Background: an optimization exercise with open tools, aiming at small area and a short achievable clock period. Do not read the settings as production practice.
Only simulation tests tie the RTL to the original design; equivalence was not proved.
Power figures rest on the tool's default switching activity, not on a simulated workload.

==> inputs of v9 <==
==> flow/design.v <==
`timescale 1ns/1ps
module input_buffer #(
	parameter int flit_w = 28
) (
	input  logic              clk,
	input  logic              reset,
	input  logic [1:0]        cur_row,
	input  logic [1:0]        cur_col,
	input  logic [flit_w-1:0] flit_in,
	input  logic              write,
	input  logic              pop,
	output logic [flit_w-1:0] head,
	output logic [4:0]        req,
	output logic              full
);
	logic [flit_w-1:0] mem [4];
	logic [3:0]        wr_oh;
	logic [3:0]        rd_oh;
	logic [3:0]        wr_nx;
	logic [3:0]        rd_nx;
	logic              head_valid;	 
	logic              do_write;
	logic [3:0]        second;
	logic [4:0]        in_req;
	logic [4:0]        sec_req;
	logic              more;
	assign do_write = write && !full;
	assign head_valid = |req;
	assign wr_nx    = {wr_oh[2:0], wr_oh[3]};
	assign rd_nx    = {rd_oh[2:0], rd_oh[3]};
	always_comb begin
		head = '0;
		for (int s = 0; s < 4; s++)
			head = head | (mem[s] & {flit_w{rd_oh[s]}});
		second = '0;
		for (int s = 0; s < 4; s++)
			second = second | (mem[s][27:24] & {4{rd_nx[s]}});
	end
	function automatic logic [4:0] xy_route(input logic [3:0] dest, input logic [1:0] row,
		input logic [1:0] col);
		logic       c_lt;
		logic       c_eq;
		logic       r_lt;
		logic       r_eq;
		begin
			c_lt = (!dest[1] && col[1]) || (!(dest[1] ^ col[1]) && !dest[0] && col[0]);
			c_eq = !(dest[1] ^ col[1]) && !(dest[0] ^ col[0]);
			r_lt = (!dest[3] && row[1]) || (!(dest[3] ^ row[1]) && !dest[2] && row[0]);
			r_eq = !(dest[3] ^ row[1]) && !(dest[2] ^ row[0]);
			xy_route = {c_eq && r_lt, !c_lt && !c_eq, c_eq && !r_lt && !r_eq, c_lt, c_eq && r_eq};
		end
	endfunction
	assign in_req  = xy_route(flit_in[27:24], cur_row, cur_col);
	assign sec_req = xy_route(second, cur_row, cur_col);
	assign more    = rd_nx != wr_oh;	 
	always_ff @(posedge clk) begin
		if (reset)
			req <= '0;
		else if (pop)
			req <= more ? sec_req : (do_write ? in_req : 5'b0);
		else if (!head_valid)
			req <= do_write ? in_req : 5'b0;
	end
	always_ff @(posedge clk) begin
		if (reset) begin
			wr_oh      <= 4'b0001;
			rd_oh      <= 4'b0001;
			full       <= 1'b0;
		end else begin
			if (do_write)
				wr_oh <= wr_nx;
			if (pop)
				rd_oh <= rd_nx;
			full       <= !pop && (do_write ? (wr_nx == rd_oh) : full);
		end
	end
	always_ff @(posedge clk) begin
		for (int s = 0; s < 4; s++)
			if (do_write && wr_oh[s])
				mem[s] <= flit_in;
	end
endmodule
`timescale 1ns/1ps
module route_alloc (
	input  logic        clk,
	input  logic        reset,
	input  logic [24:0] req,	 
	input  logic [4:0]  full_in,
	output logic [24:0] win,	 
	output logic [4:0]  pop,
	output logic [4:0]  grant
);
	logic [4:0] ptr [5];
	logic [4:0] r   [5];
	logic [4:0] w   [5];
	always_comb begin
		pop = '0;
		for (int o = 0; o < 5; o++) begin
			for (int i = 0; i < 5; i++)
				r[o][i] = req[5*i+o];
			for (int i = 0; i < 5; i++) begin
				logic any;
				any = 1'b0;
				for (int k = 0; k < 5; k++) begin
					logic clear;
					clear = 1'b1;
					for (int d = 0; d < 5; d++)
						if (d < ((i - k + 5) % 5))
							clear = clear & !r[o][(k + d) % 5];
					any = any | (ptr[o][k] & clear);
				end
				w[o][i] = r[o][i] & any;
			end
			win[5*o +: 5] = w[o];
			grant[o]      = (|r[o]) & !full_in[o];
			for (int i = 0; i < 5; i++)
				pop[i] = pop[i] | (w[o][i] & !full_in[o]);
		end
	end
	always_ff @(posedge clk) begin
		for (int o = 0; o < 5; o++) begin
			if (reset)
				ptr[o] <= 5'b00001;
			else if (grant[o])
				ptr[o] <= {w[o][3:0], w[o][4]};
		end
	end
endmodule
`timescale 1ns/1ps
module switch_traversal #(
	parameter int flit_w = 28
) (
	input  logic              clk,
	input  logic              reset,
	input  logic [5*flit_w-1:0] heads,
	input  logic [24:0]       win,	 
	input  logic [4:0]        grant,
	output logic [5*flit_w-1:0] flit_out,
	output logic [4:0]        valid_out
);
	always_ff @(posedge clk) begin
		if (reset)
			valid_out <= '0;
		else
			valid_out <= grant;
	end
	always_ff @(posedge clk) begin
		for (int o = 0; o < 5; o++) begin
			logic [flit_w-1:0] f;
			f = '0;
			for (int i = 0; i < 5; i++)
				f = f | (heads[i*flit_w +: flit_w] & {flit_w{win[5*o+i]}});
			flit_out[o*flit_w +: flit_w] <= f;
		end
	end
endmodule
`timescale 1ns/1ps
module mesh_router #(
	parameter int buffer_depth = 4,
	parameter int route_alg    = 0	 
) (
	input  logic         clk,
	input  logic         reset,
	input  logic [3:0]   router_id,
	input  logic [139:0] flit_in,
	input  logic [4:0]   valid_in,
	output logic [4:0]   full_out,
	output logic [139:0] flit_out,
	output logic [4:0]   valid_out,
	input  logic [4:0]   full_in
);
	localparam int flit_w = 28;
	logic [5*flit_w-1:0] heads;
	logic [24:0]         req;
	logic [24:0]         win;
	logic [4:0]          pop;
	logic [4:0]          grant;
	for (genvar p = 0; p < 5; p++) begin : g_in_port
		input_buffer #(
			.flit_w(flit_w)
		) input_buffer_i (
			.clk    (clk),
			.reset  (reset),
			.cur_row(router_id[3:2]),
			.cur_col(router_id[1:0]),
			.flit_in(flit_in[p*flit_w +: flit_w]),
			.write  (valid_in[p]),
			.pop    (pop[p]),
			.head   (heads[p*flit_w +: flit_w]),
			.req    (req[5*p +: 5]),
			.full   (full_out[p])
		);
	end
	route_alloc route_alloc_i (
		.clk    (clk),
		.reset  (reset),
		.req    (req),
		.full_in(full_in),
		.win    (win),
		.pop    (pop),
		.grant  (grant)
	);
	switch_traversal #(
		.flit_w(flit_w)
	) switch_traversal_i (
		.clk      (clk),
		.reset    (reset),
		.heads    (heads),
		.win      (win),
		.grant    (grant),
		.flit_out (flit_out),
		.valid_out(valid_out)
	);
endmodule
==> flow/flow/run.sh <==
#!/bin/bash
# The standard layout with these changes:
# - the port buffers are buf_1 cells (timing repair sizes up the ones that need it)
#   instead of the delay buffers buffer_ports picks by default
# - the clock tree clusters more registers per leaf buffer and adds no dummy loads
# - timing repair aims at a setup slack of 5.5 ns instead of 0
set -euo pipefail
CTS="-sink_clustering_enable -repair_clock_nets -sink_clustering_size 28 -sink_clustering_max_diameter 90"
CTS="$CTS -buf_list {sky130_fd_sc_hd__clkbuf_8 sky130_fd_sc_hd__clkbuf_16} -dont_use_dummy_load"
bash standard.sh BUFFER_PORTS_ARGS="-buffer_cell sky130_fd_sc_hd__buf_1" CTS_ARGS="$CTS" \
	SETUP_SLACK_MARGIN=5.5 finish > standard_flow.log 2>&1
==> flow/standard.sh <==
#!/bin/bash
# synth_recipe.tcl (not shown) runs the flow's synth.tcl, then flattens the netlist and writes it again
# the make line also repeats each setting of config.mk as NAME=value (left out here)
make -C /OpenROAD-flow-scripts/flow DESIGN_CONFIG=/design/flow/config.mk WORK_HOME=/design/flow/orfs CLKGATE_MAP_FILE= SYNTH_SCRIPT=/design/flow/synth_recipe.tcl "${@:-finish}"
==> flow/config.mk <==
export PLATFORM = sky130hd
export DESIGN_NAME = mesh_router
export DESIGN_NICKNAME = mesh_router
export VERILOG_FILES = /design/flow/design.v
export SDC_FILE = /design/flow/constraint.sdc
export NUM_CORES = 4
export LEC_CHECK = 0
export CAP_MARGIN = 20
export CORE_MARGIN = 2
export CORE_UTILIZATION = 60
export SLEW_MARGIN = 20
export TNS_END_PERCENT = 0
==> flow/constraint.sdc <==
create_clock -name core_clock -period 8.0 [get_ports {clk}]
set_input_delay 1.6000 -clock core_clock [delete_from_list [all_inputs] [get_ports {clk}]]
set_output_delay 1.6000 -clock core_clock [all_outputs]
set_load 0.01 [all_outputs]
==> inputs of v29, as changes to v9 <==
--- a/flow/design.v
+++ b/flow/design.v
@@ -19,5 +19,5 @@
 	logic [3:0]        wr_nx;
 	logic [3:0]        rd_nx;
-	logic              head_valid;	 
+	logic              head_valid;
 	logic              do_write;
 	logic [3:0]        second;
@@ -26,5 +26,4 @@
 	logic              more;
 	assign do_write = write && !full;
-	assign head_valid = |req;
 	assign wr_nx    = {wr_oh[2:0], wr_oh[3]};
 	assign rd_nx    = {rd_oh[2:0], rd_oh[3]};
@@ -66,4 +65,5 @@
 			wr_oh      <= 4'b0001;
 			rd_oh      <= 4'b0001;
+			head_valid <= 1'b0;
 			full       <= 1'b0;
 		end else begin
@@ -73,4 +73,5 @@
 				rd_oh <= rd_nx;
 			full       <= !pop && (do_write ? (wr_nx == rd_oh) : full);
+			head_valid <= do_write || (pop ? more : head_valid);
 		end
 	end
@@ -176,4 +177,7 @@
 	logic [4:0]          pop;
 	logic [4:0]          grant;
+	logic [3:0]          rid;
+	always_ff @(posedge clk)
+		rid <= router_id;
 	for (genvar p = 0; p < 5; p++) begin : g_in_port
 		input_buffer #(
@@ -182,6 +186,6 @@
 			.clk    (clk),
 			.reset  (reset),
-			.cur_row(router_id[3:2]),
-			.cur_col(router_id[1:0]),
+			.cur_row(rid[3:2]),
+			.cur_col(rid[1:0]),
 			.flit_in(flit_in[p*flit_w +: flit_w]),
 			.write  (valid_in[p]),
==> flow/run.sh (new file) <==
#!/bin/bash
# synth_recipe.tcl (not shown) runs the flow's synth.tcl, then flattens the netlist and writes it again
# the make line also repeats each setting of config.mk as NAME=value (left out here)
make -C /OpenROAD-flow-scripts/flow DESIGN_CONFIG=/design/flow/config.mk WORK_HOME=/design/flow/orfs CLKGATE_MAP_FILE= SYNTH_SCRIPT=/design/flow/synth_recipe.tcl finish
Settings changed: CTS_BUF_LIST set to sky130_fd_sc_hd__clkbuf_4 sky130_fd_sc_hd__clkbuf_8, SETUP_SLACK_MARGIN set to 5, TNS_END_PERCENT 0 to not set.
removed: flow/flow/run.sh
removed: flow/standard.sh
==> inputs of v38, as changes to v9 <==
--- a/flow/design.v
+++ b/flow/design.v
@@ -19,5 +19,5 @@
 	logic [3:0]        wr_nx;
 	logic [3:0]        rd_nx;
-	logic              head_valid;	 
+	logic              head_valid;
 	logic              do_write;
 	logic [3:0]        second;
@@ -26,5 +26,4 @@
 	logic              more;
 	assign do_write = write && !full;
-	assign head_valid = |req;
 	assign wr_nx    = {wr_oh[2:0], wr_oh[3]};
 	assign rd_nx    = {rd_oh[2:0], rd_oh[3]};
@@ -66,4 +65,5 @@
 			wr_oh      <= 4'b0001;
 			rd_oh      <= 4'b0001;
+			head_valid <= 1'b0;
 			full       <= 1'b0;
 		end else begin
@@ -73,4 +73,5 @@
 				rd_oh <= rd_nx;
 			full       <= !pop && (do_write ? (wr_nx == rd_oh) : full);
+			head_valid <= do_write || (pop ? more : head_valid);
 		end
 	end
@@ -176,4 +177,7 @@
 	logic [4:0]          pop;
 	logic [4:0]          grant;
+	logic [3:0]          rid;
+	always_ff @(posedge clk)
+		rid <= router_id;
 	for (genvar p = 0; p < 5; p++) begin : g_in_port
 		input_buffer #(
@@ -182,6 +186,6 @@
 			.clk    (clk),
 			.reset  (reset),
-			.cur_row(router_id[3:2]),
-			.cur_col(router_id[1:0]),
+			.cur_row(rid[3:2]),
+			.cur_col(rid[1:0]),
 			.flit_in(flit_in[p*flit_w +: flit_w]),
 			.write  (valid_in[p]),
==> flow/run.sh (new file) <==
#!/bin/bash
# synth_recipe.tcl (not shown) runs the flow's synth.tcl, then flattens the netlist and writes it again
# the make line also repeats each setting of config.mk as NAME=value (left out here)
make -C /OpenROAD-flow-scripts/flow DESIGN_CONFIG=/design/flow/config.mk WORK_HOME=/design/flow/orfs CLKGATE_MAP_FILE= SYNTH_SCRIPT=/design/flow/synth_recipe.tcl finish
Settings changed: CORE_UTILIZATION 60 to 40, TNS_END_PERCENT 0 to not set.
removed: flow/flow/run.sh
removed: flow/standard.sh
==> comparison <==
Register-to-register slack: v9 > v29 > v38. Global-route usage: v29 is higher than v38 (12 points). Between v9 and v38, the lower clock skew is in v38 (gap 0.063 ns). In v9 the core utilization is lower than in v29, by 5.5 points. Between v29 and v9, the lower sequential share of layout area is in v29 (gap 5.4 points). Against v29, the design area of v9 is smaller by about 10%. Die area: v29 is higher than v9 (2.1%). Between v29 and v9, the lower combinational power is in v9 (gap about 7%, measured against v9). Against v29, the routed wire length of v9 is lower by 4.7%.
==> figures <==
Result of the run: v9 timing/DRC/antenna clean; v38 timing/DRC/antenna clean; v29 timing/DRC/antenna clean
Length of the first detailed-routing pass in iterations: v9 17; v38 6; v29 6
Clock slew at the register clock pins of the worst setup and hold paths: v9 0.11 ns; v38 0.06 ns; v29 0.07 ns
Antenna violations before repair: v9 12; v38 12; v29 15
Number of clock sinks: v9 800; v38 809; v29 809
Clock buffer and inverter area fraction after layout: v9 2.566%; v38 7.239%; v29 6.544%
Via-per-instance ratio: v9 7.112; v38 6.186; v29 6.835
Number of DRC violations after detailed-routing iteration 0: v9 4598; v38 3074; v29 3753
Die outline area: v9 0.05611 sq mm; v38 0.08543 sq mm; v29 0.05730 sq mm
Post-synthesis sequential area ratio: v9 66.45%; v38 65.58%; v29 65.58%
Row count: v9 85; v38 105; v29 86
Cell Pwr Density: v9 335.6 mW/mm^2; v38 355.9 mW/mm^2; v29 347.3 mW/mm^2
Via count of the first global-routing pass: v9 23.04k; v38 23.71k; v29 24.42k
Worst endpoint required time: v9 8.48 ns; v38 8.51 ns; v29 8.64 ns
Filler-free cell count of the finished design: v9 3429; v38 4073; v29 3804
Fraction of area in registers: v9 60.06%; v38 53.59%; v29 54.62%
Met2 wire length: v9 48160 um; v38 48860 um; v29 47910 um
Compound-gate portion of the synthesized area: v9 20.89%; v38 22.46%; v29 22.46%
GR met2 Demand/Resource: v9 57.54%; v38 37.35%; v29 55.28%

-- static timing again, ports no longer ideal --
The results above use ideal ports. As a check the final layouts listed here were re-extracted and re-timed, cells and wires unchanged.
Step 1, drivers: a clkbuf_16 drives clk and a buf_2 each remaining input, both assumed.
Step 2 adds t to the input delays and takes it off the output delays; t is the mean of the earliest and latest rising clock arrival at the registers after step 1. Input paths then give back, and output paths get back, about the clock's delay inside the block.
Slacks: no drivers / after step 1 / after step 2; pairs: no drivers / after step 1.
run | t (ns) | slack for setup (ns) | pins driven straight from the clock port
v9 | 0.631 | 5.236 / 5.188 / 4.598 | 1
v29 | 0.794 | 4.935 / 4.935 / 4.209 | 1
v38 | 0.688 | 4.401 / 4.413 / 3.726 | 1
After both steps setup and hold are still met in every run listed. For v29, which loses most, drivers alone change the setup slack by 0.000 ns; drivers and shift together by -0.726 ns.
